Source: an optimization exercise on an open RTL-to-GDS flow (aim: small area). Production flows keep margins and buffers that such runs may drop. Function was checked by simulation only, so behaviour that the tests miss may differ from the original. The clock port is modelled as an ideal driver; clocking choices that lean on that would not hold on a real chip. Power figures rest on the tool's default switching activity, not on a simulated workload.

==> flow/design.v <==
module reg_file #(
   parameter int DATA_WIDTH = 32,
   parameter int ADDR_WIDTH = 5
) (
   input  logic                  clk,
   input  logic                  rst_n,
   input  logic [DATA_WIDTH-1:0] sbus_in,
   input  logic [ADDR_WIDTH-1:0] write_select,
   input  logic [ADDR_WIDTH-1:0] sbus_select,
   input  logic [ADDR_WIDTH-1:0] alu_select,
   output logic [DATA_WIDTH-1:0] sbus_out,
   output logic [DATA_WIDTH-1:0] alu_out
);
   localparam int N = 2 ** ADDR_WIDTH;
   logic [N-1:1][DATA_WIDTH-1:0] regs;
   logic [N-1:1][DATA_WIDTH-1:0] regs_d;
   logic [N-1:1] wen, wen_n, rs, ra;
   always_comb begin
      for (int i = 1; i < N; i++) begin
         wen[i]   = (write_select == ADDR_WIDTH'(i)) & rst_n;
         wen_n[i] = (write_select != ADDR_WIDTH'(i)) & rst_n;
         rs[i]    = (sbus_select == ADDR_WIDTH'(i));
         ra[i]    = (alu_select == ADDR_WIDTH'(i));
      end
   end
   for (genvar i = 1; i < N; i++) begin : g_row
      for (genvar b = 0; b < DATA_WIDTH; b++) begin : g_bit
         rf_ao22 u_next (.a1(regs[i][b]), .a2(wen_n[i]), .b1(sbus_in[b]), .b2(wen[i]), .y(regs_d[i][b]));
      end
   end
   always_ff @(posedge clk) regs <= regs_d;
   for (genvar b = 0; b < DATA_WIDTH; b++) begin : g_rd
      logic [N-1:1] col;
      for (genvar i = 1; i < N; i++) begin : g_col
         assign col[i] = regs[i][b];
      end
      rf_read u_s (.q(col), .s(rs), .y(sbus_out[b]));
      rf_read u_a (.q(col), .s(ra), .y(alu_out[b]));
   end
endmodule
module rf_read (
   input  logic [31:1] q,
   input  logic [31:1] s,
   output logic        y
);
   logic [10:0] g;
   logic [2:0]  h;
   for (genvar k = 0; k < 10; k++) begin : g_aoi
      rf_aoi222 u (.a1(q[3*k+1]), .a2(s[3*k+1]), .b1(q[3*k+2]), .b2(s[3*k+2]),
                   .c1(q[3*k+3]), .c2(s[3*k+3]), .y(g[k]));
   end
   rf_nand2 u_n31 (.a(q[31]), .b(s[31]), .y(g[10]));
   rf_nand4 u_h0 (.a(g[0]), .b(g[1]), .c(g[2]), .d(g[3]), .y(h[0]));
   rf_nand3 u_h1 (.a(g[4]), .b(g[10]), .c(g[5]), .y(h[1]));
   rf_nand4 u_h2 (.a(g[6]), .b(g[7]), .c(g[8]), .d(g[9]), .y(h[2]));
   rf_or3   u_o  (.a(h[0]), .b(h[1]), .c(h[2]), .y(y));
endmodule
module rf_ao22 (input logic a1, a2, b1, b2, output logic y);
   assign y = (a1 & a2) | (b1 & b2);
endmodule
module rf_aoi222 (input logic a1, a2, b1, b2, c1, c2, output logic y);
   assign y = ~((a1 & a2) | (b1 & b2) | (c1 & c2));
endmodule
module rf_nand2 (input logic a, b, output logic y);
   assign y = ~(a & b);
endmodule
module rf_nand3 (input logic a, b, c, output logic y);
   assign y = ~(a & b & c);
endmodule
module rf_nand4 (input logic a, b, c, d, output logic y);
   assign y = ~(a & b & c & d);
endmodule
module rf_or3 (input logic a, b, c, output logic y);
   assign y = a | b | c;
endmodule
==> flow/flow/run.sh <==
#!/bin/bash
# The standard layout (standard.sh) with settings that ORFS reads from the environment:
#  - the register bits placed as a regular array around global placement (place_array.tcl),
#  - small port buffers, and no large buffers in repair (dont_use.tcl),
#  - a clock tree of clkbuf_8 without dummy loads.
# Synthesis is the standard one, run unchanged.
set -euo pipefail
W=$(pwd)
F=$W/flow
bash standard.sh synth > $W/synth.log 2>&1
export PRE_GLOBAL_PLACE_SKIP_IO_TCL=$F/array_fix.tcl
export PRE_GLOBAL_PLACE_TCL=$F/array_fix_du.tcl
export POST_GLOBAL_PLACE_TCL=$F/array_release.tcl
export PRE_RESIZE_TCL=$F/dont_use.tcl
export PRE_CTS_TCL=$F/dont_use.tcl
export PRE_GLOBAL_ROUTE_TCL=$F/dont_use.tcl
export BUFFER_PORTS_ARGS="-buffer_cell sky130_fd_sc_hd__buf_1"
export CTS_ARGS="-sink_clustering_enable -repair_clock_nets -dont_use_dummy_load -buf_list {sky130_fd_sc_hd__clkbuf_8} -sink_clustering_size 14 -sink_clustering_max_diameter 50"
bash standard.sh finish > $W/layout.log 2>&1
==> flow/flow/array_fix.tcl <==
# hook: place the bit-cell array and hold it while the global placer places the rest
set ::ARRAY_MODE fix
source [file join [file dirname [info script]] place_array.tcl]
==> flow/flow/array_fix_du.tcl <==
# hook: as array_fix.tcl, and keep the resizer off the large buffers
source [file join [file dirname [info script]] dont_use.tcl]
set ::ARRAY_MODE fix
source [file join [file dirname [info script]] place_array.tcl]
==> flow/flow/array_release.tcl <==
# hook: let detailed placement legalize the array cells
set ::ARRAY_MODE release
source [file join [file dirname [info script]] place_array.tcl]
==> flow/flow/dont_use.tcl <==
set_dont_use {sky130_fd_sc_hd__buf_6 sky130_fd_sc_hd__buf_8 sky130_fd_sc_hd__buf_12 sky130_fd_sc_hd__buf_16 sky130_fd_sc_hd__bufbuf_8 sky130_fd_sc_hd__bufbuf_16 sky130_fd_sc_hd__clkdlybuf4s*}
==> flow/flow/place_array.tcl <==
# place_array.tcl: place the register file's bit cells as a regular array.
#
# Sourced by run.sh's hooks around global placement. It finds, by connectivity from the
# flip-flops regs[k] (register k/32+1, bit k%32), each register bit's next-state gate and the
# read gates and read-tree gates of each bit, and places them in bands: one band of three rows
# per data bit, one tile per group of three registers. Everything else (decoders, write data,
# port buffers, repair buffers) is left to the global placer.
#
# ARRAY_MODE fix: place the array cells and mark them FIRM so global placement works around them.
# ARRAY_MODE release: mark them PLACED again so detailed placement may legalize them.

set blk [ord::get_db_block]
set site_w 460
set row_h 2720

proc arr_driver {net} {
  foreach it [$net getITerms] {
    if {[$it isOutputSignal]} { return [$it getInst] }
  }
  return ""
}

proc arr_loads {net} {
  set l {}
  foreach it [$net getITerms] {
    if {[$it isInputSignal]} { lappend l [$it getInst] }
  }
  return $l
}

proc arr_out_net {inst} {
  foreach it [$inst getITerms] {
    if {[$it isOutputSignal]} { return [$it getNet] }
  }
  return ""
}

# the output port a read gate feeds, following up to four gates or buffers
proc arr_port_of {inst} {
  set cur $inst
  for {set d 0} {$d < 5} {incr d} {
    set n [arr_out_net $cur]
    if {$n eq ""} { return "" }
    foreach bt [$n getBTerms] { return [$bt getName] }
    set l [arr_loads $n]
    if {[llength $l] != 1} { return "" }
    set cur [lindex $l 0]
  }
  return ""
}

set flop {}
foreach inst [$blk getInsts] {
  if {[regexp {^regs\\?\[(\d+)\\?\]} [$inst getName] -> k]} {
    dict set flop $k $inst
  }
}

if {[dict size $flop] != 992} {
  puts "place_array: found [dict size $flop] flip-flops, expected 992; leaving placement alone"
  return
}

# cells: list of {inst band tile row site}
set cells {}
set tree_done {}
set read_done {}
dict for {k f} $flop {
  set i [expr {$k / 32 + 1}]
  set b [expr {$k % 32}]
  set g [expr {($i - 1) / 3}]
  set r [expr {($i - 1) % 3}]
  # tiles left to right: groups 0-4, register 31 with the read trees' last gates, groups 5-9
  set t [expr {$g < 5 ? $g : ($g == 10 ? 5 : $g + 1)}]
  lappend cells [list $f $b $t $r 0]
  set d [arr_driver [[$f findITerm D] getNet]]
  if {$d ne ""} { lappend cells [list $d $b $t $r 18] }
  foreach rg [arr_loads [[$f findITerm Q] getNet]] {
    if {$rg eq $d || [dict exists $read_done [$rg getName]]} { continue }
    dict set read_done [$rg getName] 1
    set port [arr_port_of $rg]
    set pi [expr {[string match "alu_out*" $port] ? 1 : 0}]
    if {$g == 10} {
      lappend cells [list $rg $b 5 0 [expr {27 + 5 * $pi}]]
    } else {
      lappend cells [list $rg $b $t $pi 27]
    }
    # the read tree: first gate after the read gate, and the final gate after it
    set l1 [arr_loads [arr_out_net $rg]]
    if {[llength $l1] != 1} { continue }
    set n1 [lindex $l1 0]
    if {![dict exists $tree_done [$n1 getName]]} {
      dict set tree_done [$n1 getName] 1
      # first-level tree gates: groups 0-3 in tile 2 and groups 6-9 in tile 8 (row 2),
      # groups 4, 5 and register 31 in the middle tile (row 1)
      if {$g <= 3} {
        lappend cells [list $n1 $b 2 2 [expr {27 + 7 * $pi}]]
      } elseif {$g >= 6 && $g <= 9} {
        lappend cells [list $n1 $b 8 2 [expr {27 + 7 * $pi}]]
      } else {
        lappend cells [list $n1 $b 5 1 [expr {14 + 6 * $pi}]]
      }
      set l2 [arr_loads [arr_out_net $n1]]
      if {[llength $l2] == 1} {
        set n2 [lindex $l2 0]
        if {![dict exists $tree_done [$n2 getName]]} {
          dict set tree_done [$n2 getName] 1
          lappend cells [list $n2 $b 5 1 [expr {7 * $pi}]]
        }
      }
    }
  }
}

# geometry: bands of 3 rows, a 4-row channel after band 15; tiles of TW sites
set TW 40
set CH 4
set core [$blk getCoreArea]
set rows [$blk getRows]
set nrows [llength $rows]
set need_rows [expr {32 * 3 + $CH}]
set row0 [expr {($nrows - $need_rows) / 2}]
if {$row0 < 0} { set row0 0 }
set row_list {}
foreach row $rows { lappend row_list [list [lindex [$row getOrigin] 1] [$row getOrient] [lindex [$row getOrigin] 0]] }
set row_list [lsort -integer -index 0 $row_list]
set core_w [expr {[$core xMax] - [$core xMin]}]
set arr_w [expr {11 * $TW * $site_w}]
set x0 [expr {[lindex [lindex $row_list 0] 2] + (($core_w - $arr_w) / 2 / $site_w) * $site_w}]
if {$x0 < [$core xMin]} { set x0 [lindex [lindex $row_list 0] 2] }

set mode fix
if {[info exists ::env(ARRAY_MODE)]} { set mode $::env(ARRAY_MODE) }
if {[info exists ::ARRAY_MODE]} { set mode $::ARRAY_MODE }

set n 0
foreach c $cells {
  lassign $c inst b t r s
  if {$mode eq "release"} {
    $inst setPlacementStatus PLACED
    continue
  }
  set ri [expr {$row0 + 3 * $b + $r + ($b >= 16 ? $CH : 0)}]
  if {$ri >= $nrows} { set ri [expr {$nrows - 1}] }
  lassign [lindex $row_list $ri] y orient
  set x [expr {$x0 + ($t * $TW + $s) * $site_w}]
  $inst setOrient $orient
  $inst setLocation $x $y
  $inst setPlacementStatus FIRM
  incr n
}
puts "place_array: $mode [llength $cells] cells"
==> flow/standard.sh <==
#!/bin/bash
# synth_recipe.tcl (not shown) runs the flow's synth.tcl, then flattens the netlist and writes it again
# the make line also repeats each setting of config.mk as NAME=value (left out here)
make -C /OpenROAD-flow-scripts/flow DESIGN_CONFIG=/design/flow/config.mk WORK_HOME=/design/flow/orfs CLKGATE_MAP_FILE= SYNTH_SCRIPT=/design/flow/synth_recipe.tcl "${@:-finish}"
==> flow/config.mk <==
export PLATFORM = sky130hd
export DESIGN_NAME = reg_file
export DESIGN_NICKNAME = reg_file
export VERILOG_FILES = /design/flow/design.v
export SDC_FILE = /design/flow/constraint.sdc
export NUM_CORES = 4
export LEC_CHECK = 0
export CAP_MARGIN = 20
export CELL_PAD_IN_SITES_DETAIL_PLACEMENT = 1
export CELL_PAD_IN_SITES_GLOBAL_PLACEMENT = 2
export CORE_MARGIN = 2
export CORE_UTILIZATION = 40
export GPL_TIMING_DRIVEN = 0
export SLEW_MARGIN = 20
export SYNTH_HIERARCHICAL = 1
==> flow/constraint.sdc <==
create_clock -name core_clock -period 8.0 [get_ports {clk}]
set_input_delay 1.6000 -clock core_clock [delete_from_list [all_inputs] [get_ports {clk}]]
set_output_delay 1.6000 -clock core_clock [all_outputs]
set_load 0.01 [all_outputs]
==> metrics.md, run 1 <==
| Metric | Value |
|---|---|
| Largest regs | regs x992 |
| Final cycle utilization of the critical path | 0.809 |
| Area Overhead vs Synth | 11.2% |
| Crit. End Element | output port |
| Crit Path Class | input pin to output port |
| Min Hold Slack | 519 ps |
| TritonCTS buffer count | 82 |
| Synthesized flop and latch total | 992 |
| Initial antenna violation count | 27 |
| EDFF count, synth | 0 |
| Cells taking the most area after synthesis | dfxtp_1 (53%), a22o_1 (23%), a222oi_1 (17%) |
| Post-synthesis average cell area | 12.0 um^2 |
| Wire per inst | 32.8 um |
| DR iter-0 viols | 8,119 |
| Max Fclk | 155 MHz |
| Status | complete, no violations |
| Postcts setup bufs | 0 |
| Crit path max fanout | 32 |
| Design Area, Final | 41,900 um^2 |
| Clock Pin Slew Worst Setup and Hold Paths | 80 ps |
| Delay of the slowest critical-path stage | 810 ps |
| Max Clock Skew | 0 ps |
| Max-Cap Viols | 0 |
| Worst Path Required | 6400 ps |
| Fin. Hold Viols | 0 |
| Worst EP arrival | 4870 ps |
| Die area | 96,800 um^2 |
| Vias per std cell | 8.02 |
| Io pins | 113 |
| Post-synthesis sequential area ratio | 0.527 |
| TritonCTS clock tree | yes |
| # rows | 112 |
| Slew headroom | 0.244 |
| Synthesized Nets | 3,182 |
| VDD IR max | 0.106 mV |
| Worst-skew pair later-pin latency | 700 ps |
| RSZ-0062 raised after global routing | no |
| Horiz. Die Dim | 311 um |
| Largest net degree at the start of global routing | 33 |
| CP max stage cell | a222oi_1 |
| Via Count | 36,900 |
| Fin. max-slew vios | 0 |
| Pleak | 14.5 nW |
| Fin Setup TNS | 0 ps |
| YS warnings | 7 |
| Period minus WS final | 6470 ps |
| Total grt overflow | 0 |
| Dpl hpwl | 108,000 um |
| Fillcell total | 9,702 |
| Reg with most FFs | regs |
| Commonest cells in the netlist | a22o_1 (992), dfxtp_1 (992), a222oi_1 (640) |
| Hold_buf cts | 0 |
| Worst-path cell chain | buf_1 -> nand2b_1 -> clkbuf_1 -> nor2_4 -> a222oi_1 -> nand4_1 -> or3_1 -> buf_1 |
| Total Power | 8.07 mW |
| TritonCTS Sinks | 992 |
| Final Setup Violations | 0 |
| Prevailing post-synth register cell | dfxtp_1 |
| Pre-Repair DR Iteration Count | 14 |
| Area leader, netlist | dfxtp_1 |
| PnR worst setup slack | 1530 ps |
| CP Launch Type | input pin |
| Cell Pwr Density | 192 nW/um^2 |
| GRT Util Overall | 0.294 |
| Vias in the first global route | 35,000 |
| Final Core Density | 0.449 |
| Remaining DRCs | 0 |
| Tightest Hold Check Type | flip-flop to flip-flop |
| Number of flip-flops in the largest register | 992 |
| Share of flip-flops with an asynchronous set or reset | 0 |
| Synthesized area | 37,700 um^2 |
| Post-place setup slack | 1790 ps |
| Final Non-Filler Cells | 4,606 |
| WL final | 151,000 um |
| Storage element area | 19,900 um^2 |
| Tightest Pin Transition | 1130 ps |
| Synth Instances | 3,133 |
| First-pass GRT wire length | 230,000 um |
| Area occupied by multi-input gates | 18,700 um^2 |
| Fraction of layout cells with a size suffix above 1 | 0.0814 |
| Netlist cell types | 23 |
| Die height | 311 um |
| Post-CTS Resized | 0 |
| Fin nets | 3,394 |
| Detail Route Antenna Nets | 0 |
| Initial Utilization | 0.404 |
| IO Port Bufs | 112 |
| Critical Path Most Common Cell | buf_1 |
| Post-placement cell area | 40,700 um^2 |
| Core box area | 93,300 um^2 |
| Post-Place Cells | 4,514 |
| Share of the synthesized area in the top cell type | 0.527 |
==> kinds of logic (layout without fill, tap and decap cells) <==
group,after synthesis,after routing,synth area share
AO/OA/AOI/OAI,1663,1663,0.406
buffers and inverters,17,227,0.00199
flip-flops,992,992,0.527
other,0,9,0
AND/OR/NAND/NOR,461,461,0.0651
==> worst max-delay path, delay by kind of cell <==
kind | cells | cell delay, ps
buf+inv | 3 | 1170
simple gates | 4 | 1270
compound gates | 1 | 810
==> layer usage <==
layer	global-route usage	wire, um	up-vias
met2	0.472	67800	3405
li1	-	-	14900
met5	0	161	-
met4	0.111	6320	28
met1	0.376	56300	17900
met3	0.0826	20600	639
==> area by class of cell <==
| class | instances | share of cell area |
|---|---|---|
| diodes | 9 | 0.000537 |
| repair buffers | 128 | 0.0143 |
| well taps | 1254 | 0.0374 |
| plain buffers | 17 | 0.00182 |
| flip-flops and latches | 992 | 0.473 |
| clock buffers | 82 | 0.0269 |
| multi-input cells | 2124 | 0.446 |
==> placed cells by master, fill, tap and decap left out, types with 66 or more instances in the layout <==
master	Yosys	layout
a222oi_1	640	640
a22o_1	992	992
buf_1	0	80
clkbuf_8	0	82
dfxtp_1	992	992
nand2_1	67	67
nand3_1	67	67
nand4_1	129	129
nor2_4	0	93
or3_1	66	66
==> where the power goes <==
part           switching (mW)  leakage (nW)  internal, mW
clock                    1.59         0.590         0.918
combinational           0.397          5.90         0.108
sequential             0.0581          8.01          5.00
==> modules after synthesis (local to each module, per instance), excerpt <==
module,cells,flip-flops and latches,area (um^2)
rf_aoi222,1,0,10.0
rf_nand4,1,0,6.26
rf_ao22,1,0,8.76
reg_file,1181,992,20900
rf_nand2,1,0,3.75
rf_nand3,1,0,5.00
rf_or3,1,0,6.26
==> worst paths after layout <==
kind                               startpoint  slack (ps)          to  depth (start not counted)
worst max-delay path            alu_select[4]        1530  alu_out[6]                          8
worst max register to register      regs[212]        7220   regs[212]                          1
worst min register to register      regs[479]         520   regs[479]                          1
worst min-delay path                regs[479]         520   regs[479]                          1
==> run 2: changes to the inputs <==
--- a/flow/design.v
+++ b/flow/design.v
@@ -15,13 +15,13 @@
    logic [N-1:1][DATA_WIDTH-1:0] regs;
    logic [N-1:1][DATA_WIDTH-1:0] regs_d;
    logic [N-1:1] wen, wen_n, rs, ra;
-   always_comb begin
-      for (int i = 1; i < N; i++) begin
-         wen[i]   = (write_select == ADDR_WIDTH'(i)) & rst_n;
-         wen_n[i] = (write_select != ADDR_WIDTH'(i)) & rst_n;
-         rs[i]    = (sbus_select == ADDR_WIDTH'(i));
-         ra[i]    = (alu_select == ADDR_WIDTH'(i));
-      end
+   logic rst;
+   rf_inv u_rst (.a(rst_n), .y(rst));
+   rf_dec_en u_dws (.s(write_select), .en(rst_n), .y(wen));
+   rf_dec u_dss (.s(sbus_select), .y(rs));
+   rf_dec u_das (.s(alu_select), .y(ra));
+   for (genvar i = 1; i < N; i++) begin : g_hold
+      rf_nor2 u (.a(wen[i]), .b(rst), .y(wen_n[i]));
    end
    for (genvar i = 1; i < N; i++) begin : g_row
       for (genvar b = 0; b < DATA_WIDTH; b++) begin : g_bit
@@ -36,6 +36,49 @@
       end
       rf_read u_s (.q(col), .s(rs), .y(sbus_out[b]));
       rf_read u_a (.q(col), .s(ra), .y(alu_out[b]));
+   end
+endmodule
+module rf_dec (
+   input  logic [4:0]  s,
+   output logic [31:1] y
+);
+   logic [4:0] sn;
+   logic [3:0] lo_n;
+   logic [7:0] hi_n;
+   for (genvar j = 0; j < 5; j++) begin : g_inv
+      rf_inv u (.a(s[j]), .y(sn[j]));
+   end
+   for (genvar j = 0; j < 4; j++) begin : g_lo
+      rf_nand2 u (.a(j[0] ? s[0] : sn[0]), .b(j[1] ? s[1] : sn[1]), .y(lo_n[j]));
+   end
+   for (genvar k = 0; k < 8; k++) begin : g_hi
+      rf_nand3 u (.a(k[0] ? s[2] : sn[2]), .b(k[1] ? s[3] : sn[3]), .c(k[2] ? s[4] : sn[4]),
+                  .y(hi_n[k]));
+   end
+   for (genvar i = 1; i < 32; i++) begin : g_out
+      rf_nor2 u (.a(lo_n[i % 4]), .b(hi_n[i / 4]), .y(y[i]));
+   end
+endmodule
+module rf_dec_en (
+   input  logic [4:0]  s,
+   input  logic        en,
+   output logic [31:1] y
+);
+   logic [4:0] sn;
+   logic [3:0] lo_n;
+   logic [7:0] hi_n;
+   for (genvar j = 0; j < 5; j++) begin : g_inv
+      rf_inv u (.a(s[j]), .y(sn[j]));
+   end
+   for (genvar j = 0; j < 4; j++) begin : g_lo
+      rf_nand2 u (.a(j[0] ? s[0] : sn[0]), .b(j[1] ? s[1] : sn[1]), .y(lo_n[j]));
+   end
+   for (genvar k = 0; k < 8; k++) begin : g_hi
+      rf_nand4 u (.a(k[0] ? s[2] : sn[2]), .b(k[1] ? s[3] : sn[3]), .c(k[2] ? s[4] : sn[4]),
+                  .d(en), .y(hi_n[k]));
+   end
+   for (genvar i = 1; i < 32; i++) begin : g_out
+      rf_nor2 u (.a(lo_n[i % 4]), .b(hi_n[i / 4]), .y(y[i]));
    end
 endmodule
 module rf_read (
@@ -61,6 +104,12 @@
 module rf_aoi222 (input logic a1, a2, b1, b2, c1, c2, output logic y);
    assign y = ~((a1 & a2) | (b1 & b2) | (c1 & c2));
 endmodule
+module rf_inv (input logic a, output logic y);
+   assign y = ~a;
+endmodule
+module rf_nor2 (input logic a, b, output logic y);
+   assign y = ~(a | b);
+endmodule
 module rf_nand2 (input logic a, b, output logic y);
    assign y = ~(a & b);
 endmodule
==> run 2 against run 1 <==
Against the previous run: still clean on timing, DRC and antenna; non-clock buffer count fell by 2; wire length is 1.1% lower; core utilization is essentially flat; power down 0.33%; cell area fell by 0.39%; synthesized area shrank 0.80%; maximum frequency rose by 4.4%; die area decreased by 0.79%; combinational power down 6.5%; register-to-register slack is essentially flat; clock skew unchanged; largest power group unchanged.
==> metrics.md, run 2 <==
| Metric | Value |
|---|---|
| Status | complete, no violations |
| Worst-skew pair later-pin latency | 710 ps (about the same) |
| Share of the synthesized area in the top cell type | 0.531 (+0.00424) |
| Pint | 6.02 mW (about the same) |
| Crit Path Class | input pin to output port |
| Worst reg-to-reg setup slack | 7220 ps (about the same) |
| Initial antenna violation count | 22 (-19%) |
| FF-to-FF End | regs[698] |
| Switching Fraction | 0.251 (-0.00219) |
| Area occupied by multi-input gates | 18,400 um^2 (-1.4%) |
| Final Setup Violations | 0 (unchanged) |
| Pleak | 14.5 nW (about the same) |
| Worst EP arrival | 4600 ps (-270 ps) |
| Critical Path Most Common Cell | buf_1 |
| Sequential share of power | 0.629 (+0.002) |
| Vias in the first global route | 35,100 (+0.15%) |
| Number of flip-flops in the largest register | 992 (unchanged) |
| Switch Pwr | 2.02 mW (-1.2%) |
| Commonest non-fill, non-tap cells in the layout | a22o_1 (992), dfxtp_1 (992), a222oi_1 (640), nand4_1 (136), nor2_4 (124) |
| Final cycle utilization of the critical path | 0.775 (-0.0337) |
| Cells taking the most area after synthesis | dfxtp_1 (53%), a22o_1 (23%), a222oi_1 (17%) |
| Fin Setup TNS | 0 ps (unchanged) |
| GRT Util Overall | 0.297 (+0.00290) |
| Storage element area | 19,900 um^2 (unchanged) |
| Synthesized area | 37,400 um^2 (-0.80%) |
| Via Count | 36,200 (-2.0%) |
| RSZ-0062 raised after global routing | no |
| Wire per inst | 32.4 um (-1.2%) |
| Fraction of layout cells with a size suffix above 1 | 0.0810 (-0.000372) |
| Worst Path Required | 6400 ps (about the same) |
| Period minus WS final | 6200 ps (-270 ps) |
| Post-synthesis average cell area | 12.0 um^2 (-0.39%) |
| Area Overhead vs Synth | 11.7% |
| TritonCTS clock tree | yes |
| Synthesized Nets | 3,169 (-0.41%) |
| Initial Utilization | 0.402 (-0.00202) |
| Post-CTS Resized | 0 (unchanged) |
| Synth Instances | 3,120 (-0.41%) |
| Slew headroom | 0.252 (+0.00805) |
| VDD IR max | 0.127 mV (+20%) |
| First-pass GRT wire length | 227,000 um (-1.1%) |
| Horiz. Die Dim | 310 um (-0.40%) |
| Post-synthesis sequential area ratio | 0.531 (+0.00424) |
| Fillcell total | 9,742 (+0.41%) |
| Cell Pwr Density | 192 nW/um^2 (about the same) |
| Worst Reg-to-Reg Cells | 1 (unchanged) |
| Io pins | 113 (unchanged) |
| Part of the power in combinational logic | 0.059 (-0.004) |
| Hold_sp | regs[868] |
| Total Power | 8.04 mW (-0.33%) |
| DR iter-0 viols | 7,673 (-5.5%) |
| Commonest cells in the netlist | a22o_1 (992), dfxtp_1 (992), a222oi_1 (640) |
| TritonCTS buffer count | 83 (+1.2%) |
| Netlist cell types | 9 (-61%) |
| Tightest Pin Transition | 1120 ps (-14.8 ps) |
| EDFF count, synth | 0 (unchanged) |
| WL final | 149,000 um (-1.1%) |
| YS warnings | 7 (unchanged) |
| # rows | 112 (unchanged) |
| Fin. max-slew vios | 0 (unchanged) |
| Die area | 96,000 um^2 (-0.79%) |
| Pre-Repair DR Iteration Count | 12 (-2) |
| Fin. Hold Viols | 0 (unchanged) |
| Dpl hpwl | 108,000 um (+0.24%) |
| Vias per std cell | 7.85 (-2.1%) |
| Postcts setup bufs | 0 (unchanged) |
| Remaining DRCs | 0 (unchanged) |
| Delay of the slowest critical-path stage | 760 ps (-50 ps) |
| TritonCTS Sinks | 992 (unchanged) |
| PnR worst setup slack | 1800 ps (+270 ps) |
| Max Fclk | 161 MHz (+4.4%) |
| Clock Pin Slew Worst Setup and Hold Paths | 90 ps (about the same) |
| Max Clock Skew | 0 ps (unchanged) |
| Largest net degree at the start of global routing | 33 (unchanged) |
| Core box area | 93,000 um^2 (-0.30%) |
| IO Port Bufs | 112 (unchanged) |
| Largest regs | regs x992 |
| Detail Route Antenna Nets | 0 (unchanged) |
| Die height | 310 um (-0.40%) |
| Synthesized flop and latch total | 992 (unchanged) |
| Area leader, netlist | dfxtp_1 |
| Reg with most FFs | regs |
| CP max stage cell | nand2_1 |
| Crit path max fanout | 32 (unchanged) |
| Hold Path Depth | 1 (unchanged) |
| Max-Cap Viols | 0 (unchanged) |
| Crit. End Element | output port |
| CP Launch Type | input pin |
| Tightest Hold Check Type | flip-flop to flip-flop |
| Share of flip-flops with an asynchronous set or reset | 0 (unchanged) |
| Prevailing post-synth register cell | dfxtp_1 |
| Worst-path cell chain | buf_1 -> inv_1 -> nand2_1 -> nor2_4 -> a222oi_1 -> nand4_1 -> or3_1 -> buf_1 |
| Total grt overflow | 0 (unchanged) |
| Fin nets | 3,397 (+0.088%) |
| Worst r2r src | regs[698] |
| WHS Endpoint | regs[868] |
| Post-place setup slack | 1980 ps (+189 ps) |
| Hold_buf cts | 0 (unchanged) |
| Clock power share | 0.313 (+0.002) |
[run 2: cell types whose count changed in the layout (fill, tap and decap cells not counted), sizes merged, moves of 7 or more]
cell	previous run	this run
o21a	16	0
nand4	129	136
nand3	67	80
nand2	67	76
nor2	94	124
nand3b	9	0
inv	0	16
buf	136	143
a21boi	15	0
clkbuf	91	83
[run 2: per-layer routing]
layer | up-vias | track usage | wire length (um)
met2 | 2934 | 0.480 | 68200
li1 | 14900 | - | -
met4 | 28 | 0.113 | 5450
met3 | 502 | 0.0757 | 18400
met1 | 17800 | 0.381 | 57200
met5 | - | 0 | 141
[run 2: kinds of logic after synthesis]
family	Yosys count	share of synthesized area
compound gates	1632	0.403
flops	992	0.531
buf+inv	16	0.00161
simple gates	480	0.0642
[run 2: power groups by stage]
stage               Sequential [mW]  Combinational [mW]  Clock (mW)
floorplan                      5.15               0.191           0
global placement               5.16               0.375           0
detailed placement             5.17               0.445           0
CTS                            5.05               0.448        2.53
global route                   5.06               0.484        2.71
finish                         5.06               0.471        2.51
[run 2: worst max path at each step]
stage	from	to	cells past startpoint
2_1_floorplan	alu_select[4]	alu_out[0]	6
3_3_place_gp	sbus_select[2]	sbus_out[13]	7
3_5_place_dp	alu_select[1]	alu_out[7]	8
4_1_cts	alu_select[1]	alu_out[7]	8
5_1_grt	alu_select[1]	alu_out[13]	8
6_report	alu_select[1]	alu_out[27]	8
[run 2: layout make-up]
cell class | count | area share
sequential | 992 | 0.475
multi-input combinational | 2112 | 0.441
tap | 1254 | 0.0376
clock buffer | 83 | 0.0273
timing repair buffer | 143 | 0.0166
inverter | 16 | 0.00150
antenna | 11 | 0.000659
[run 2: stage by stage]
stage                     std cells  area [um^2]  hold WS, ps   util
after floorplan                3120        37400          477      -
after CTS                      4600        41800          515  0.449
after global placement         4486        39400          506  0.423
after detailed placement       4517        40600          496  0.436
after global routing           4606        41800          532  0.449
final                          4611        41800          519  0.449
[run 2: Yosys stat by module, one instance, submodules excluded, a selection]
| module | cells inside | flops+latches |
|---|---|---|
| rf_or3 | 1 | 0 |
| rf_inv | 1 | 0 |
| reg_file | 992 | 992 |
| rf_aoi222 | 1 | 0 |
| rf_nor2 | 1 | 0 |
| rf_nand2 | 1 | 0 |
| rf_ao22 | 1 | 0 |
| rf_nand4 | 1 | 0 |
| rf_nand3 | 1 | 0 |
[run 2: worst max-delay path, delay by kind of cell]
kind	cells	cell delay (ps)
AO/OA/AOI/OAI	1	750
buffers and inverters	3	320
AND/OR/NAND/NOR	4	1910
==> run 3: changes to the inputs <==
--- a/flow/design.v
+++ b/flow/design.v
@@ -14,14 +14,16 @@
    localparam int N = 2 ** ADDR_WIDTH;
    logic [N-1:1][DATA_WIDTH-1:0] regs;
    logic [N-1:1][DATA_WIDTH-1:0] regs_d;
-   logic [N-1:1] wen, wen_n, rs, ra;
+   logic [N-1:1] wen, wen_n, rs, ra, wdec_n, hold_n;
    logic rst;
    rf_inv u_rst (.a(rst_n), .y(rst));
-   rf_dec_en u_dws (.s(write_select), .en(rst_n), .y(wen));
+   rf_dec_en u_dws (.s(write_select), .en_n(rst), .y_n(wdec_n));
    rf_dec u_dss (.s(sbus_select), .y(rs));
    rf_dec u_das (.s(alu_select), .y(ra));
-   for (genvar i = 1; i < N; i++) begin : g_hold
-      rf_nor2 u (.a(wen[i]), .b(rst), .y(wen_n[i]));
+   for (genvar i = 1; i < N; i++) begin : g_wl
+      rf_inv   u_w (.a(wdec_n[i]), .y(wen[i]));
+      rf_nand2 u_h (.a(rst_n), .b(wdec_n[i]), .y(hold_n[i]));
+      rf_inv   u_n (.a(hold_n[i]), .y(wen_n[i]));
    end
    for (genvar i = 1; i < N; i++) begin : g_row
       for (genvar b = 0; b < DATA_WIDTH; b++) begin : g_bit
@@ -38,47 +40,49 @@
       rf_read u_a (.q(col), .s(ra), .y(alu_out[b]));
    end
 endmodule
+module rf_dec_en (
+   input  logic [4:0]  s,
+   input  logic        en_n,
+   output logic [31:1] y_n
+);
+   logic [4:0] sn;
+   logic [3:0] lo;
+   logic [7:0] hi;
+   for (genvar j = 0; j < 5; j++) begin : g_inv
+      rf_inv u (.a(s[j]), .y(sn[j]));
+   end
+   for (genvar j = 0; j < 4; j++) begin : g_lo
+      rf_nor2 u (.a(j[0] ? sn[0] : s[0]), .b(j[1] ? sn[1] : s[1]), .y(lo[j]));
+   end
+   for (genvar k = 0; k < 8; k++) begin : g_hi
+      rf_nor4 u (.a(k[0] ? sn[2] : s[2]), .b(k[1] ? sn[3] : s[3]), .c(k[2] ? sn[4] : s[4]),
+                 .d(en_n), .y(hi[k]));
+   end
+   for (genvar i = 1; i < 32; i++) begin : g_out
+      rf_nand2 u (.a(lo[i % 4]), .b(hi[i / 4]), .y(y_n[i]));
+   end
+endmodule
 module rf_dec (
    input  logic [4:0]  s,
    output logic [31:1] y
 );
    logic [4:0] sn;
-   logic [3:0] lo_n;
-   logic [7:0] hi_n;
+   logic [3:0] lo;
+   logic [7:0] hi;
+   logic [31:1] y_n;
    for (genvar j = 0; j < 5; j++) begin : g_inv
       rf_inv u (.a(s[j]), .y(sn[j]));
    end
    for (genvar j = 0; j < 4; j++) begin : g_lo
-      rf_nand2 u (.a(j[0] ? s[0] : sn[0]), .b(j[1] ? s[1] : sn[1]), .y(lo_n[j]));
+      rf_nor2 u (.a(j[0] ? sn[0] : s[0]), .b(j[1] ? sn[1] : s[1]), .y(lo[j]));
    end
    for (genvar k = 0; k < 8; k++) begin : g_hi
-      rf_nand3 u (.a(k[0] ? s[2] : sn[2]), .b(k[1] ? s[3] : sn[3]), .c(k[2] ? s[4] : sn[4]),
-                  .y(hi_n[k]));
+      rf_nor3 u (.a(k[0] ? sn[2] : s[2]), .b(k[1] ? sn[3] : s[3]), .c(k[2] ? sn[4] : s[4]),
+                 .y(hi[k]));
    end
    for (genvar i = 1; i < 32; i++) begin : g_out
-      rf_nor2 u (.a(lo_n[i % 4]), .b(hi_n[i / 4]), .y(y[i]));
-   end
-endmodule
-module rf_dec_en (
-   input  logic [4:0]  s,
-   input  logic        en,
-   output logic [31:1] y
-);
-   logic [4:0] sn;
-   logic [3:0] lo_n;
-   logic [7:0] hi_n;
-   for (genvar j = 0; j < 5; j++) begin : g_inv
-      rf_inv u (.a(s[j]), .y(sn[j]));
-   end
-   for (genvar j = 0; j < 4; j++) begin : g_lo
-      rf_nand2 u (.a(j[0] ? s[0] : sn[0]), .b(j[1] ? s[1] : sn[1]), .y(lo_n[j]));
-   end
-   for (genvar k = 0; k < 8; k++) begin : g_hi
-      rf_nand4 u (.a(k[0] ? s[2] : sn[2]), .b(k[1] ? s[3] : sn[3]), .c(k[2] ? s[4] : sn[4]),
-                  .d(en), .y(hi_n[k]));
-   end
-   for (genvar i = 1; i < 32; i++) begin : g_out
-      rf_nor2 u (.a(lo_n[i % 4]), .b(hi_n[i / 4]), .y(y[i]));
+      rf_nand2 u_n (.a(lo[i % 4]), .b(hi[i / 4]), .y(y_n[i]));
+      rf_inv   u_i (.a(y_n[i]), .y(y[i]));
    end
 endmodule
 module rf_read (
@@ -110,6 +114,12 @@
 module rf_nor2 (input logic a, b, output logic y);
    assign y = ~(a | b);
 endmodule
+module rf_nor3 (input logic a, b, c, output logic y);
+   assign y = ~(a | b | c);
+endmodule
+module rf_nor4 (input logic a, b, c, d, output logic y);
+   assign y = ~(a | b | c | d);
+endmodule
 module rf_nand2 (input logic a, b, output logic y);
    assign y = ~(a & b);
 endmodule
==> run 3 against run 2 <==
Against the previous run: core utilization down 0.99 points; critical path depth increased by 1; power down 0.27%; still clean on timing, DRC and antenna; via count grew 1.3%; cell count is 2.7% higher.
==> metrics.md, run 3 <==
| Metric | Value |
|---|---|
| Final cycle utilization of the critical path | 0.813 (+0.0380) |
| Slew headroom | 0.190 (-0.0617) |
| Fin. max-slew vios | 0 (unchanged) |
| Worst-skew pair later-pin latency | 720 ps (about the same) |
| Metal-1 WL | 57,100 um (-0.17%) |
| Synthesized area | 38,000 um^2 (+1.6%) |
| Fin nets | 3,513 (+3.4%) |
| Cell Pwr Density | 193 nW/um^2 (+0.33%) |
| Total Power | 8.02 mW (-0.27%) |
| WL met2 | 67,800 um (-0.63%) |
| Storage element area | 19,900 um^2 (unchanged) |
| Dpl hpwl | 105,000 um (-2.9%) |
| Vias in the first global route | 35,300 (+0.52%) |
| Worst reg-to-reg setup slack | 7180 ps (-40 ps) |
| Post-placement cell area | 40,100 um^2 (-1.4%) |
| Area occupied by multi-input gates | 17,600 um^2 (-4.3%) |
| Vias per std cell | 7.74 (-1.4%) |
| Post-Place Cells | 4,621 (+2.3%) |
| Share of flip-flops with an asynchronous set or reset | 0 (unchanged) |
| Area leader, netlist | dfxtp_1 |
| Share of the synthesized area in the top cell type | 0.522 (-0.00832) |
| Netlist cell types | 11 (+2) |
| PnR worst setup slack | 1500 ps (-304 ps) |
| Prevailing post-synth register cell | dfxtp_1 |
| TritonCTS Sinks | 992 (unchanged) |
| Hold Path Depth | 1 (unchanged) |
| Clock Pin Slew Worst Setup and Hold Paths | 90 ps (about the same) |
| Detail Route Antenna Nets | 0 (unchanged) |
| Worst Path Required | 6400 ps (about the same) |
| WL final | 150,000 um (+0.38%) |
| IO Port Bufs | 112 (unchanged) |
| CP bufs+invs | 4 (+1) |
| Largest regs | regs x992 |
| Area Overhead vs Synth | 9.26% |
| Worst Reg-to-Reg Cells | 1 (unchanged) |
| Via Count | 36,700 (+1.3%) |
| Crit Path Class | input pin to output port |
| Synthesized Nets | 3,293 (+3.9%) |
| Post-place setup slack | 1800 ps (-176 ps) |
| CP Launch Type | input pin |
| Critical path's top delay family | buffers and inverters |
| Period minus WS final | 6500 ps (+304 ps) |
| Final Core Density | 0.439 (-0.00995) |
| Max-Cap Viols | 0 (unchanged) |
| Worst-path cell chain | buf_1 -> inv_1 -> nor3_2 -> nand2_1 -> clkinv_1 -> a222oi_1 -> nand4_1 -> or3_1 -> buf_1 |
| Tightest Pin Transition | 1210 ps (+87.8 ps) |
| Final Non-Filler Cells | 4,737 (+2.7%) |
| Crit path max fanout | 32 (unchanged) |
| Die area | 97,500 um^2 (+1.6%) |
| GRT Util Overall | 0.287 (-0.00978) |
| Horiz. Die Dim | 312 um (+0.78%) |
| Wire per inst | 31.7 um (-2.3%) |
| EDFF count, synth | 0 (unchanged) |
| YS warnings | 7 (unchanged) |
| Initial Utilization | 0.402 (about the same) |
| Tightest Hold Check Type | flip-flop to flip-flop |
| Hold_buf cts | 0 (unchanged) |
| Fillcell total | 10,100 (+3.7%) |
| Total grt overflow | 0 (unchanged) |
| CP max stage cell | a222oi_1 |
| First-pass GRT wire length | 226,000 um (-0.61%) |
| DR top layer | met5 |
| Max Fclk | 154 MHz (-4.7%) |
| RSZ-0062 raised after global routing | no |
| Cells taking the most area after synthesis | dfxtp_1 (52%), a22o_1 (23%), a222oi_1 (17%) |
| VDD IR max | 0.120 mV (-5.8%) |
| Post-synthesis average cell area | 11.7 um^2 (-2.3%) |
| Initial antenna violation count | 25 (+14%) |
| Synthesized flop and latch total | 992 (unchanged) |
| Max Clock Skew | 0 ps (unchanged) |
| Remaining DRCs | 0 (unchanged) |
| Fin Setup TNS | 0 ps (unchanged) |
| DR WL met3 | 18,600 um (+1.1%) |
| Pre-Repair DR Iteration Count | 14 (+2) |
| TritonCTS buffer count | 82 (-1.2%) |
| Final Setup Violations | 0 (unchanged) |
| Design Area, Final | 41,500 um^2 (-0.60%) |
| Commonest non-fill, non-tap cells in the layout | a22o_1 (992), dfxtp_1 (992), a222oi_1 (640), nand2_1 (188), nand4_1 (128) |
| Min Hold Slack | 517 ps (-1.86 ps) |
| Pleak | 15.2 nW (+5.1%) |
| Hold_sp | regs[977] |
| Worst r2r src | regs[261] |
| Largest net degree at the start of global routing | 33 (unchanged) |
| Post-CTS Resized | 0 (unchanged) |
| Worst EP arrival | 4900 ps (+300 ps) |
| Fin. Hold Viols | 0 (unchanged) |
| Commonest cells in the netlist | a22o_1 (992), dfxtp_1 (992), a222oi_1 (640) |
| Reg with most FFs | regs |
| Number of flip-flops in the largest register | 992 (unchanged) |
| Post-synthesis sequential area ratio | 0.522 (-0.00832) |
| FF-to-FF End | regs[261] |
| TritonCTS clock tree | yes |
| Crit. End Element | output port |
| Critical Path Most Common Cell | buf_1 |
| Fraction of layout cells with a size suffix above 1 | 0.0618 (-0.0192) |
| Postcts setup bufs | 0 (unchanged) |
| Core box area | 94,600 um^2 (+1.7%) |
| WHS Endpoint | regs[977] |
| Die height | 312 um (+0.78%) |
| # rows | 113 (+0.89%) |
| Io pins | 113 (unchanged) |
| Synth Instances | 3,244 (+4.0%) |
| DR iter-0 viols | 8,090 (+5.4%) |
| Delay of the slowest critical-path stage | 840 ps (+80 ps) |
| Status | complete, no violations |
[run 3: where the power goes]
part,switching (mW),internal (mW)
registers,0.0586,5.00
clock network,1.59,0.917
logic,0.365,0.0911
[run 3: layer usage]
metal,global-route usage,vias up
li1,-,15100
met1,0.371,17700
met2,0.462,3193
met3,0.0723,595
met4,0.111,28
met5,0,-
[run 3: how the worst max path moves through the flow]
stage / slack [ps] / startpoint / cells after the start / end
after floorplan: 3380 / alu_select[3] / 7 / alu_out[0]
after global placement: 1950 / alu_select[0] / 9 / alu_out[12]
after detailed placement: 1800 / alu_select[0] / 9 / alu_out[14]
after CTS: 1780 / alu_select[0] / 9 / alu_out[12]
after global routing: 1400 / sbus_select[3] / 9 / sbus_out[27]
final: 1500 / sbus_select[3] / 9 / sbus_out[19]
[run 3: cell families after synthesis]
| family | after synthesis | share of synthesized area |
|---|---|---|
| AOI/OAI and AO/OA | 1632 | 0.397 |
| and+or+nand+nor | 480 | 0.0666 |
| DFF | 992 | 0.522 |
| buffers and inverters | 140 | 0.0138 |
[run 3: layout make-up]
class	instances	share of cell area
Sequential cell	992	0.478
Multi-Input combinational cell	2112	0.424
Tap cell	1265	0.0381
Clock buffer	82	0.0272
Timing Repair Buffer	136	0.0189
Inverter	140	0.0127
Antenna cell	10	0.000603
[run 3: Yosys stat by module (local to each module, per instance), excerpt]
module | copies in the design | area, um^2 | flops+latches | cells
rf_or3 | 64 | 6.26 | 0 | 1
reg_file | 1 | 19900 | 992 | 992
rf_nand3 | 64 | 5.00 | 0 | 1
rf_nand4 | 128 | 6.26 | 0 | 1
rf_nand2 | 188 | 3.75 | 0 | 1
rf_ao22 | 992 | 8.76 | 0 | 1
rf_aoi222 | 640 | 10.0 | 0 | 1
rf_nor3 | 16 | 10.0 | 0 | 1
rf_nor2 | 12 | 3.75 | 0 | 1
==> run 4: changes to the inputs <==
==> flow/flow/run.sh (replaced) <==
#!/bin/bash
# The standard layout (standard.sh) with settings that ORFS reads from the environment:
#  - the register bits placed as a regular array around global placement (place_array.tcl),
#  - small port buffers, and no large buffers in repair (dont_use.tcl, dont_use_late.tcl),
#  - a clock tree of clkbuf_8 without dummy loads.
# Synthesis is the standard one, run unchanged.
set -euo pipefail
W=$(pwd)
F=$W/flow
bash standard.sh synth > $W/synth.log 2>&1
export PRE_GLOBAL_PLACE_SKIP_IO_TCL=$F/array_fix.tcl
export PRE_GLOBAL_PLACE_TCL=$F/array_fix_du.tcl
export POST_GLOBAL_PLACE_TCL=$F/array_release.tcl
export PRE_RESIZE_TCL=$F/dont_use.tcl
export PRE_CTS_TCL=$F/dont_use.tcl
export PRE_GLOBAL_ROUTE_TCL=$F/dont_use_late.tcl
export BUFFER_PORTS_ARGS="-buffer_cell sky130_fd_sc_hd__buf_1"
export CTS_ARGS="-sink_clustering_enable -repair_clock_nets -dont_use_dummy_load -buf_list {sky130_fd_sc_hd__clkbuf_8} -sink_clustering_size 14 -sink_clustering_max_diameter 50"
bash standard.sh finish > $W/layout.log 2>&1
==> flow/flow/dont_use_late.tcl (new file) <==
# After clock tree synthesis: as dont_use.tcl, and keep repair off the clock buffers as well
# (the resizer otherwise picks clkbuf_8/16 as plain buffers).
source [file join [file dirname [info script]] dont_use.tcl]
set_dont_use {sky130_fd_sc_hd__clkbuf_8 sky130_fd_sc_hd__clkbuf_16}
==> run 4 against run 3 <==
Against the previous run: clock skew is the same; worst setup slack better by 15 ps; critical path depth did not move; largest power group unchanged; highest routed layer unchanged.
==> metrics.md, run 4 <==
| Metric | Value |
|---|---|
| Detail Route Antenna Nets | 0 (unchanged) |
| Io pins | 113 (unchanged) |
| Vias per std cell | 7.72 (-0.23%) |
| IO Port Bufs | 112 (unchanged) |
| Final Non-Filler Cells | 4,741 (+0.084%) |
| Area occupied by multi-input gates | 17,600 um^2 (unchanged) |
| Slew headroom | 0.199 (+0.00876) |
| Area Overhead vs Synth | 8.91% |
| Final Setup Violations | 0 (unchanged) |
| Synthesized area | 38,000 um^2 (unchanged) |
| Status | complete, no violations |
| DR iter-0 viols | 7,968 (-1.5%) |
| Post-place setup slack | 1800 ps (unchanged) |
| Cell Pwr Density | 194 nW/um^2 (+0.30%) |
| First-pass GRT wire length | 226,000 um (unchanged) |
| RSZ-0062 raised after global routing | no |
| Crit Path Class | input pin to output port |
| Tightest Pin Transition | 1190 ps (-13.1 ps) |
| Critical path's top delay family | buffers and inverters |
| Pleak | 15.2 nW (-0.25%) |
| GRT Util Overall | 0.287 (unchanged) |
| Fillcell total | 10,100 (+0.089%) |
| Largest net degree at the start of global routing | 33 (unchanged) |
| CP Launch Type | input pin |
| TritonCTS clock tree | yes |
| VDD IR max | 0.119 mV (-0.48%) |
| Fraction of layout cells with a size suffix above 1 | 0.0618 (unchanged) |
| # rows | 113 (unchanged) |
| Synthesized Nets | 3,293 (unchanged) |
| Die height | 312 um (unchanged) |
| Synth Instances | 3,244 (unchanged) |
| Post-placement cell area | 40,100 um^2 (unchanged) |
| Fin Setup TNS | 0 ps (unchanged) |
| Fin nets | 3,513 (unchanged) |
| Critical path depth | 9 (unchanged) |
| Worst Reg-to-Reg Cells | 1 (unchanged) |
| Clock Pin Slew Worst Setup and Hold Paths | 90 ps (about the same) |
| YS warnings | 7 (unchanged) |
| Largest regs | regs x992 |
| Post-CTS Resized | 0 (unchanged) |
| Post-synthesis sequential area ratio | 0.522 (unchanged) |
| Number of flip-flops in the largest register | 992 (unchanged) |
| TritonCTS buffer count | 82 (unchanged) |
| Post-synthesis average cell area | 11.7 um^2 (unchanged) |
| TritonCTS Sinks | 992 (unchanged) |
| Critical Path Most Common Cell | buf_1 |
| Via Count | 36,600 (-0.15%) |
| Fin. max-slew vios | 0 (unchanged) |
| Core box area | 94,600 um^2 (unchanged) |
| Pre-Repair DR Iteration Count | 13 (-1) |
| Worst-skew pair later-pin latency | 730 ps (about the same) |
| Share of flip-flops with an asynchronous set or reset | 0 (unchanged) |
| Min Hold Slack | 517 ps (-0.453 ps) |
| Synthesized flop and latch total | 992 (unchanged) |
| Dpl hpwl | 105,000 um (unchanged) |
| Hold Path Depth | 1 (unchanged) |
| Max Fclk | 154 MHz (+0.24%) |
| Vias in the first global route | 35,300 (unchanged) |
| Initial Utilization | 0.402 (unchanged) |
| EDFF count, synth | 0 (unchanged) |
| PnR worst setup slack | 1510 ps (+15.5 ps) |
| Final cycle utilization of the critical path | 0.811 (-0.00194) |
| Worst Path Required | 6400 ps (about the same) |
| Crit path max fanout | 32 (unchanged) |
| Share of the synthesized area in the top cell type | 0.522 (unchanged) |
| Commonest cells in the netlist | a22o_1 (992), dfxtp_1 (992), a222oi_1 (640) |
| Netlist cell types | 11 (unchanged) |
| CP bufs+invs | 4 (unchanged) |
| Horiz. Die Dim | 312 um (unchanged) |
| Postcts setup bufs | 0 (unchanged) |
| Die area | 97,500 um^2 (unchanged) |
| Post-Place Cells | 4,621 (unchanged) |
| Hold_buf cts | 0 (unchanged) |
| Storage element area | 19,900 um^2 (unchanged) |
| Delay of the slowest critical-path stage | 840 ps (about the same) |
| Remaining DRCs | 0 (unchanged) |
| Area leader, netlist | dfxtp_1 |
| Worst-path cell chain | buf_1 -> inv_1 -> nor3_2 -> nand2_1 -> clkinv_1 -> a222oi_1 -> nand4_1 -> or3_1 -> buf_1 |
| Final Core Density | 0.438 (-0.00139) |
| Period minus WS final | 6490 ps (-15.5 ps) |
| Total Power | 8.02 mW (about the same) |
| Prevailing post-synth register cell | dfxtp_1 |
| Initial antenna violation count | 24 (-4.0%) |
| Max-Cap Viols | 0 (unchanged) |
| Worst EP arrival | 4890 ps (about the same) |
| Fin. Hold Viols | 0 (unchanged) |
| Commonest non-fill, non-tap cells in the layout | a22o_1 (992), dfxtp_1 (992), a222oi_1 (640), nand2_1 (188), nand4_1 (128) |
| Crit. End Element | output port |
| Cells taking the most area after synthesis | dfxtp_1 (52%), a22o_1 (23%), a222oi_1 (17%) |
| Max Clock Skew | 0 ps (unchanged) |
| Total grt overflow | 0 (unchanged) |
| WL final | 149,000 um (-0.43%) |
| CP max stage cell | clkinv_1 |
| Reg with most FFs | regs |
| Wire per inst | 31.5 um (-0.52%) |
| Design Area, Final | 41,400 um^2 (-0.32%) |
| Tightest Hold Check Type | flip-flop to flip-flop |
==> run 4: logic make-up after synthesis <==
family,Yosys count,share of synthesized area
AO/OA/AOI/OAI,1632,0.397
flip-flops,992,0.522
AND/OR/NAND/NOR,480,0.0666
buffers and inverters,140,0.0138
==> run 4: layer usage <==
layer / track usage / wire length (um) / vias up
met2: 0.462 / 67900 / 3181
met5: 0 / 111 / -
li1: - / - / 15100
met3: 0.0723 / 19100 / 563
met1: 0.371 / 56400 / 17700
met4: 0.111 / 5890 / 20
==> run 4: modules after synthesis (local to each module, per instance), a selection <==
module | flip-flops and latches | area (um^2)
rf_inv | 0 | 3.75
rf_aoi222 | 0 | 10.0
rf_nand4 | 0 | 6.26
rf_ao22 | 0 | 8.76
rf_nor4 | 0 | 12.5
rf_nor3 | 0 | 10.0
rf_nand3 | 0 | 5.00
rf_or3 | 0 | 6.26
reg_file | 992 | 19900
rf_nor2 | 0 | 3.75
rf_nand2 | 0 | 3.75
==> run 4: final timing paths <==
path,from,to,slack [ps]
worst min register to register,regs[977],regs[977],520
worst max register to register,regs[261],regs[261],7180
worst max-delay path,sbus_select[3],sbus_out[19],1510
worst min-delay path,regs[977],regs[977],520
==> run 4: where the power goes <==
part           internal, mW  switching [mW]  leakage (nW)
Sequential             5.00          0.0585          8.01
Combinational        0.0888           0.364          6.60
Clock                 0.917            1.59         0.590
Total                  6.00            2.01          15.2
==> run 4: layout make-up <==
class / count / area share
flip-flops and latches: 992 / 0.480
multi-input cells: 2112 / 0.426
well taps: 1265 / 0.0382
clock buffers: 82 / 0.0273
repair buffers: 136 / 0.0155
inverters: 140 / 0.0127
diodes: 14 / 0.000846
==> run 5: changes to the inputs <==
==> flow/flow/run.sh (replaced) <==
#!/bin/bash
# The standard layout (standard.sh) with settings that ORFS reads from the environment:
#  - the register bits placed as a regular array around global placement (place_array.tcl),
#  - small port buffers, and no large buffers in repair (dont_use.tcl, dont_use_late.tcl),
#  - a clock tree of clkbuf_4 without dummy loads.
# Synthesis is the standard one, run unchanged.
set -euo pipefail
W=$(pwd)
F=$W/flow
bash standard.sh synth > $W/synth.log 2>&1
export PRE_GLOBAL_PLACE_SKIP_IO_TCL=$F/array_fix.tcl
export PRE_GLOBAL_PLACE_TCL=$F/array_fix_du.tcl
export POST_GLOBAL_PLACE_TCL=$F/array_release.tcl
export PRE_RESIZE_TCL=$F/dont_use.tcl
export PRE_CTS_TCL=$F/dont_use.tcl
export PRE_GLOBAL_ROUTE_TCL=$F/dont_use_late.tcl
export BUFFER_PORTS_ARGS="-buffer_cell sky130_fd_sc_hd__buf_1"
export CTS_ARGS="-sink_clustering_enable -repair_clock_nets -dont_use_dummy_load -buf_list {sky130_fd_sc_hd__clkbuf_4} -sink_clustering_size 9 -sink_clustering_max_diameter 40"
bash standard.sh finish > $W/layout.log 2>&1
==> run 5 against run 4 <==
Against the previous run: still clean; sequential power hardly changed; cell count is 1.2% higher; critical path depth is the same; sequential cell count unchanged; synthesized cell count unchanged; register-to-register slack is essentially flat; critical endpoint is now alu_out[14].
==> metrics.md, run 5 <==
| Metric | Value |
|---|---|
| Status | complete, no violations |
| Hold_buf cts | 0 (unchanged) |
| Core box area | 94,600 um^2 (unchanged) |
| YS warnings | 7 (unchanged) |
| CP max stage cell | a222oi_1 |
| Cell Pwr Density | 191 nW/um^2 (-1.5%) |
| Crit path max fanout | 32 (unchanged) |
| # rows | 113 (unchanged) |
| Io pins | 113 (unchanged) |
| DR iter-0 viols | 7,747 (-2.8%) |
| Worst-skew pair later-pin latency | 1060 ps (+330 ps) |
| Initial Utilization | 0.402 (unchanged) |
| Pre-Repair DR Iteration Count | 15 (+2) |
| Post-CTS Resized | 0 (unchanged) |
| RSZ-0062 raised after global routing | no |
| Largest net degree at the start of global routing | 33 (unchanged) |
| Critical path's top delay family | buffers and inverters |
| Remaining DRCs | 0 (unchanged) |
| Post-Place Cells | 4,621 (unchanged) |
| Vias in the first global route | 34,900 (-0.94%) |
| First-pass GRT wire length | 220,000 um (-2.6%) |
| Area leader, netlist | dfxtp_1 |
| Fin. Hold Viols | 0 (unchanged) |
| Worst reg-to-reg setup slack | 7180 ps (about the same) |
| Fillcell total | 10,200 (+0.98%) |
| Worst Path Required | 6400 ps (about the same) |
| GRT Util Overall | 0.280 (-0.00721) |
| Prevailing post-synth register cell | dfxtp_1 |
| WL final | 147,000 um (-1.5%) |
| Crit. End Element | output port |
| Post-place setup slack | 1800 ps (unchanged) |
| Commonest non-fill, non-tap cells in the layout | a22o_1 (992), dfxtp_1 (992), a222oi_1 (640), nand2_1 (188), clkbuf_4 (134) |
| Max Clock Skew | 0 ps (unchanged) |
| Crit Path Class | input pin to output port |
| Post-synthesis sequential area ratio | 0.522 (unchanged) |
| VDD IR max | 0.139 mV (+17%) |
| Critical Path Most Common Cell | buf_1 |
| Slew headroom | 0.161 (-0.0378) |
| PnR worst setup slack | 1440 ps (-68.1 ps) |
| Final cycle utilization of the critical path | 0.820 (+0.00851) |
| Fraction of layout cells with a size suffix above 1 | 0.0755 (+0.0137) |
| Postcts setup bufs | 0 (unchanged) |
| Area Overhead vs Synth | 8.73% |
| Tightest Hold Check Type | flip-flop to flip-flop |
| Clock Pin Slew Worst Setup and Hold Paths | 80 ps (about the same) |
| Horiz. Die Dim | 312 um (unchanged) |
| Fin. max-slew vios | 0 (unchanged) |
| Pleak | 15.3 nW (+0.35%) |
| Synthesized flop and latch total | 992 (unchanged) |
| Total grt overflow | 0 (unchanged) |
| Commonest cells in the netlist | a22o_1 (992), dfxtp_1 (992), a222oi_1 (640) |
| Synth Instances | 3,244 (unchanged) |
| Post-synthesis average cell area | 11.7 um^2 (unchanged) |
| Share of the synthesized area in the top cell type | 0.522 (unchanged) |
| Fin Setup TNS | 0 ps (unchanged) |
| Max Fclk | 153 MHz (-1.0%) |
| Die area | 97,500 um^2 (unchanged) |
| Reg with most FFs | regs |
| Wire per inst | 30.7 um (-2.7%) |
| TritonCTS buffer count | 134 (+63%) |
| TritonCTS Sinks | 992 (unchanged) |
| Via Count | 36,500 (-0.27%) |
| Max-Cap Viols | 0 (unchanged) |
| EDFF count, synth | 0 (unchanged) |
| Final Non-Filler Cells | 4,800 (+1.2%) |
| Synthesized area | 38,000 um^2 (unchanged) |
| CP Launch Type | input pin |
| Min Hold Slack | 515 ps (-1.94 ps) |
| Share of flip-flops with an asynchronous set or reset | 0 (unchanged) |
| Number of flip-flops in the largest register | 992 (unchanged) |
| Final Core Density | 0.437 (-0.000740) |
| Tightest Pin Transition | 1250 ps (+56.3 ps) |
| CP bufs+invs | 4 (unchanged) |
| Period minus WS final | 6560 ps (+68.1 ps) |
| IO Port Bufs | 112 (unchanged) |
| Final Setup Violations | 0 (unchanged) |
| Netlist cell types | 11 (unchanged) |
| Synthesized Nets | 3,293 (unchanged) |
| Dpl hpwl | 105,000 um (unchanged) |
| TritonCTS clock tree | yes |
| Fin nets | 3,572 (+1.7%) |
| Largest regs | regs x992 |
| Detail Route Antenna Nets | 0 (unchanged) |
| Cells taking the most area after synthesis | dfxtp_1 (52%), a22o_1 (23%), a222oi_1 (17%) |
| Worst EP arrival | 4960 ps (+70 ps) |
| Vias per std cell | 7.61 (-1.5%) |
| Die height | 312 um (unchanged) |
| Initial antenna violation count | 24 (unchanged) |
| Delay of the slowest critical-path stage | 910 ps (+70 ps) |
| Worst-path cell chain | buf_1 -> inv_1 -> nor3_2 -> nand2_1 -> clkinv_1 -> a222oi_1 -> nand4_1 -> or3_1 -> buf_1 |
run 5: cell counts after synthesis:
No cell type changed its count.
run 5: final cells by class:
type / instances / area (um^2) / area share
Antenna cell: 14 / 35.0 / 0.000848
Clock buffer: 134 / 1010 / 0.0243
Inverter: 140 / 526 / 0.0127
Multi-Input combinational cell: 2112 / 17600 / 0.426
Sequential cell: 992 / 19900 / 0.481
Tap cell: 1265 / 1580 / 0.0383
Timing Repair Buffer: 143 / 694 / 0.0168
run 5: logic make-up (layout without fill, tap and decap cells):
kind of cell,count (synthesis),count (layout),synth area share
compound gates,1632,1632,0.397
buf+inv,140,417,0.0138
flops,992,992,0.522
other cells,0,14,0
simple gates,480,480,0.0666
run 5: worst paths after layout:
check,depth (start not counted),start,endpoint
setup / recovery,9,alu_select[3],alu_out[14]
hold / removal,1,regs[977],regs[977]
setup reg to reg,1,regs[197],regs[197]
hold reg to reg,1,regs[977],regs[977]
run 5: per-layer routing:
| layer | GRT usage | wire (um) | up-vias |
|---|---|---|---|
| li1 | - | - | 15300 |
| met1 | 0.364 | 56200 | 17700 |
| met2 | 0.445 | 66600 | 3008 |
| met3 | 0.0725 | 18500 | 530 |
| met4 | 0.108 | 5780 | 22 |
| met5 | 0 | 123 | - |
run 5: report_power, final:
| part | switching (mW) | internal, mW | total (mW) |
|---|---|---|---|
| registers | 0.0573 | 5.00 | 5.06 |
| clock network | 1.61 | 0.773 | 2.38 |
| logic | 0.361 | 0.0897 | 0.450 |
| total | 2.02 | 5.86 | 7.89 |
run 5: per-module statistics from Yosys (local to each module, per instance), excerpt:
module     flops+latches  cells  times used  area [um^2]
rf_nand4               0      1         128         6.26
rf_inv                 0      1         140         3.75
rf_nor3                0      1          16         10.0
reg_file             992    992           1        19900
rf_nand3               0      1          64         5.00
rf_nor2                0      1          12         3.75
rf_or3                 0      1          64         6.26
rf_aoi222              0      1         640         10.0
rf_nor4                0      1           8         12.5
rf_ao22                0      1         992         8.76
rf_nand2               0      1         188         3.75
run 5: metrics by stage:
stage          power, mW  instance area [um^2]
2_1_floorplan       5.35                 38000
3_3_place_gp        5.54                 40000
3_5_place_dp        5.58                 40100
4_1_cts             7.85                 41100
5_1_grt             8.13                 41300
6_report            7.89                 41300
==> run 6: changes to the inputs <==
--- a/flow/flow/run.sh
+++ b/flow/flow/run.sh
@@ -2,6 +2,7 @@
 # The standard layout (standard.sh) with settings that ORFS reads from the environment:
 #  - the register bits placed as a regular array around global placement (place_array.tcl),
 #  - small port buffers, and no large buffers in repair (dont_use.tcl, dont_use_late.tcl),
+#  - inv_2 (same area as inv_1) driving the long register lines (line_drivers.tcl),
 #  - a clock tree of clkbuf_4 without dummy loads.
 # Synthesis is the standard one, run unchanged.
 set -euo pipefail
@@ -11,7 +12,7 @@
 export PRE_GLOBAL_PLACE_SKIP_IO_TCL=$F/array_fix.tcl
 export PRE_GLOBAL_PLACE_TCL=$F/array_fix_du.tcl
 export POST_GLOBAL_PLACE_TCL=$F/array_release.tcl
-export PRE_RESIZE_TCL=$F/dont_use.tcl
+export PRE_RESIZE_TCL=$F/resize_pre.tcl
 export PRE_CTS_TCL=$F/dont_use.tcl
 export PRE_GLOBAL_ROUTE_TCL=$F/dont_use_late.tcl
 export BUFFER_PORTS_ARGS="-buffer_cell sky130_fd_sc_hd__buf_1"
==> flow/flow/line_drivers.tcl (new file) <==
# Drive the long register lines (select, write-enable and hold lines, 32 loads each) with inv_2
# rather than inv_1: the same area, twice the drive, so repair needs no buffers on them.
foreach inst [[ord::get_db_block] getInsts] {
  if {[[$inst getMaster] getName] ne "sky130_fd_sc_hd__inv_1"} { continue }
  set out [$inst findITerm Y]
  if {$out eq "NULL" || [$out getNet] eq "NULL"} { continue }
  if {[llength [[$out getNet] getITerms]] > 16} {
    replace_cell [$inst getName] sky130_fd_sc_hd__inv_2
  }
}
==> flow/flow/resize_pre.tcl (new file) <==
# hook before repair_design: keep off the large buffers, and give the long lines inv_2 drivers
source [file join [file dirname [info script]] dont_use.tcl]
source [file join [file dirname [info script]] line_drivers.tcl]
==> run 6 against run 5 <==
Against the previous run: still clean on timing, DRC and antenna; power is essentially flat; worst setup slack gained 510 ps; sequential power is essentially flat; critical path depth is the same; non-clock buffer count shrank 31; die area is the same; hold slack gained 1.4 ps; sequential share of layout area grew 0.28 points; largest power group unchanged.
==> metrics.md, run 6 <==
| Metric | Value |
|---|---|
| Total grt overflow | 0 (unchanged) |
| Via Count | 36,500 (-0.093%) |
| TritonCTS Sinks | 992 (unchanged) |
| Cells taking the most area after synthesis | dfxtp_1 (52%), a22o_1 (23%), a222oi_1 (17%) |
| Worst-skew pair later-pin latency | 1110 ps (+50 ps) |
| CP Launch Type | input pin |
| Critical Path Most Common Cell | buf_1 |
| Final Non-Filler Cells | 4,772 (-0.58%) |
| Synth Instances | 3,244 (unchanged) |
| Number of flip-flops in the largest register | 992 (unchanged) |
| GRT Util Overall | 0.282 (+0.00167) |
| Area Overhead vs Synth | 8.11% |
| Cell Pwr Density | 192 nW/um^2 (+0.63%) |
| Total Power | 7.89 mW (about the same) |
| Wire per inst | 30.4 um (-0.85%) |
| TritonCTS buffer count | 132 (-1.5%) |
| Post-synthesis average cell area | 11.7 um^2 (unchanged) |
| Dpl hpwl | 104,000 um (-0.85%) |
| Fin. Hold Viols | 0 (unchanged) |
| Crit Path Class | input pin to output port |
| Io pins | 113 (unchanged) |
| DR iter-0 viols | 7,366 (-4.9%) |
| Hold_sp | regs[979] |
| CP max stage cell | nor2_1 |
| Delay of the slowest critical-path stage | 790 ps (-120 ps) |
| Initial Utilization | 0.402 (unchanged) |
| Max Fclk | 165 MHz (+8.5%) |
| Prevailing post-synth register cell | dfxtp_1 |
| RSZ-0062 raised after global routing | no |
| Area leader, netlist | dfxtp_1 |
| Share of flip-flops with an asynchronous set or reset | 0 (unchanged) |
| Horiz. Die Dim | 312 um (unchanged) |
| Status | complete, no violations |
| Initial antenna violation count | 24 (unchanged) |
| Commonest non-fill, non-tap cells in the layout | a22o_1 (992), dfxtp_1 (992), a222oi_1 (640), nand2_1 (188), clkbuf_4 (132) |
| Tightest Hold Check Type | flip-flop to flip-flop |
| Worst r2r src | regs[261] |
| Core box area | 94,600 um^2 (unchanged) |
| Detail Route Antenna Nets | 0 (unchanged) |
| YS warnings | 7 (unchanged) |
| Remaining DRCs | 0 (unchanged) |
| TritonCTS clock tree | yes |
| Crit. End Element | output port |
| Min Hold Slack | 516 ps (+1.41 ps) |
| # rows | 113 (unchanged) |
| First-pass GRT wire length | 222,000 um (+0.69%) |
| Fraction of layout cells with a size suffix above 1 | 0.0897 (+0.0142) |
| Largest net degree at the start of global routing | 33 (unchanged) |
| Synthesized area | 38,000 um^2 (unchanged) |
run 6: area by class of cell:
type | count | area, um^2
multi-input combinational | 2112 | 17600
timing repair buffer | 112 | 462
sequential | 992 | 19900
tap | 1265 | 1580
antenna | 19 | 47.5
fill | 10200 | 53500
inverter | 140 | 526
clock buffer | 132 | 991
run 6: cells by family after synthesis:
family / synth area share
compound gates: 0.397
flops: 0.522
simple gates: 0.0666
buf+inv: 0.0138
run 6: Yosys stat by module, one instance, submodules excluded, excerpt:
module | cell area, um^2 | times used
rf_nand4 | 6.26 | 128
rf_nor2 | 3.75 | 12
rf_nand3 | 5.00 | 64
rf_inv | 3.75 | 140
rf_aoi222 | 10.0 | 640
rf_nand2 | 3.75 | 188
rf_nor3 | 10.0 | 16
rf_ao22 | 8.76 | 992
reg_file | 19900 | 1
rf_or3 | 6.26 | 64
rf_nor4 | 12.5 | 8
run 6: stage by stage:
step | setup slack (ps) | utilization | area [um^2]
after CTS | 2180 | 0.434 | 41000
final | 1960 | 0.434 | 41100
after detailed placement | 2180 | 0.423 | 40100
after global routing | 1910 | 0.434 | 41100
after floorplan | 3380 | - | 38000
after global placement | 1950 | 0.423 | 40000
run 6: worst max-delay path, delay by kind of cell:
family | cells | cell delay, ps
simple gates | 4 | 1410
buf+inv | 4 | 1090
compound gates | 1 | 310
run 6: path summary, 6_finish.rpt:
| path | endpoint | slack (ps) | cells after the start |
|---|---|---|---|
| max | alu_out[17] | 1960 | 9 |
| min | regs[979] | 520 | 1 |
| max reg2reg | regs[261] | 7170 | 1 |
| min reg2reg | regs[979] | 520 | 1 |
run 6: layer usage:
| metal | vias up | global-route usage | share of wire |
|---|---|---|---|
| met3 | 491 | 0.0688 | 0.12 |
| met5 | - | 0 | 0.00082 |
| met1 | 17700 | 0.365 | 0.39 |
| met4 | 20 | 0.114 | 0.038 |
| li1 | 15200 | - | - |
| met2 | 3050 | 0.450 | 0.45 |
run 6: power by group:
group          internal, mW  switching, mW
Combinational        0.0853          0.359
Clock                 0.761           1.63
Sequential             5.00         0.0568

Check on run 6: ideal ports give 1.957 ns setup slack; a clkbuf_16 on the clock port and buf_2 on the inputs give 1.933 ns; moving port delays by the midpoint clock arrival (1.149 ns) as well gives 1.933 ns.
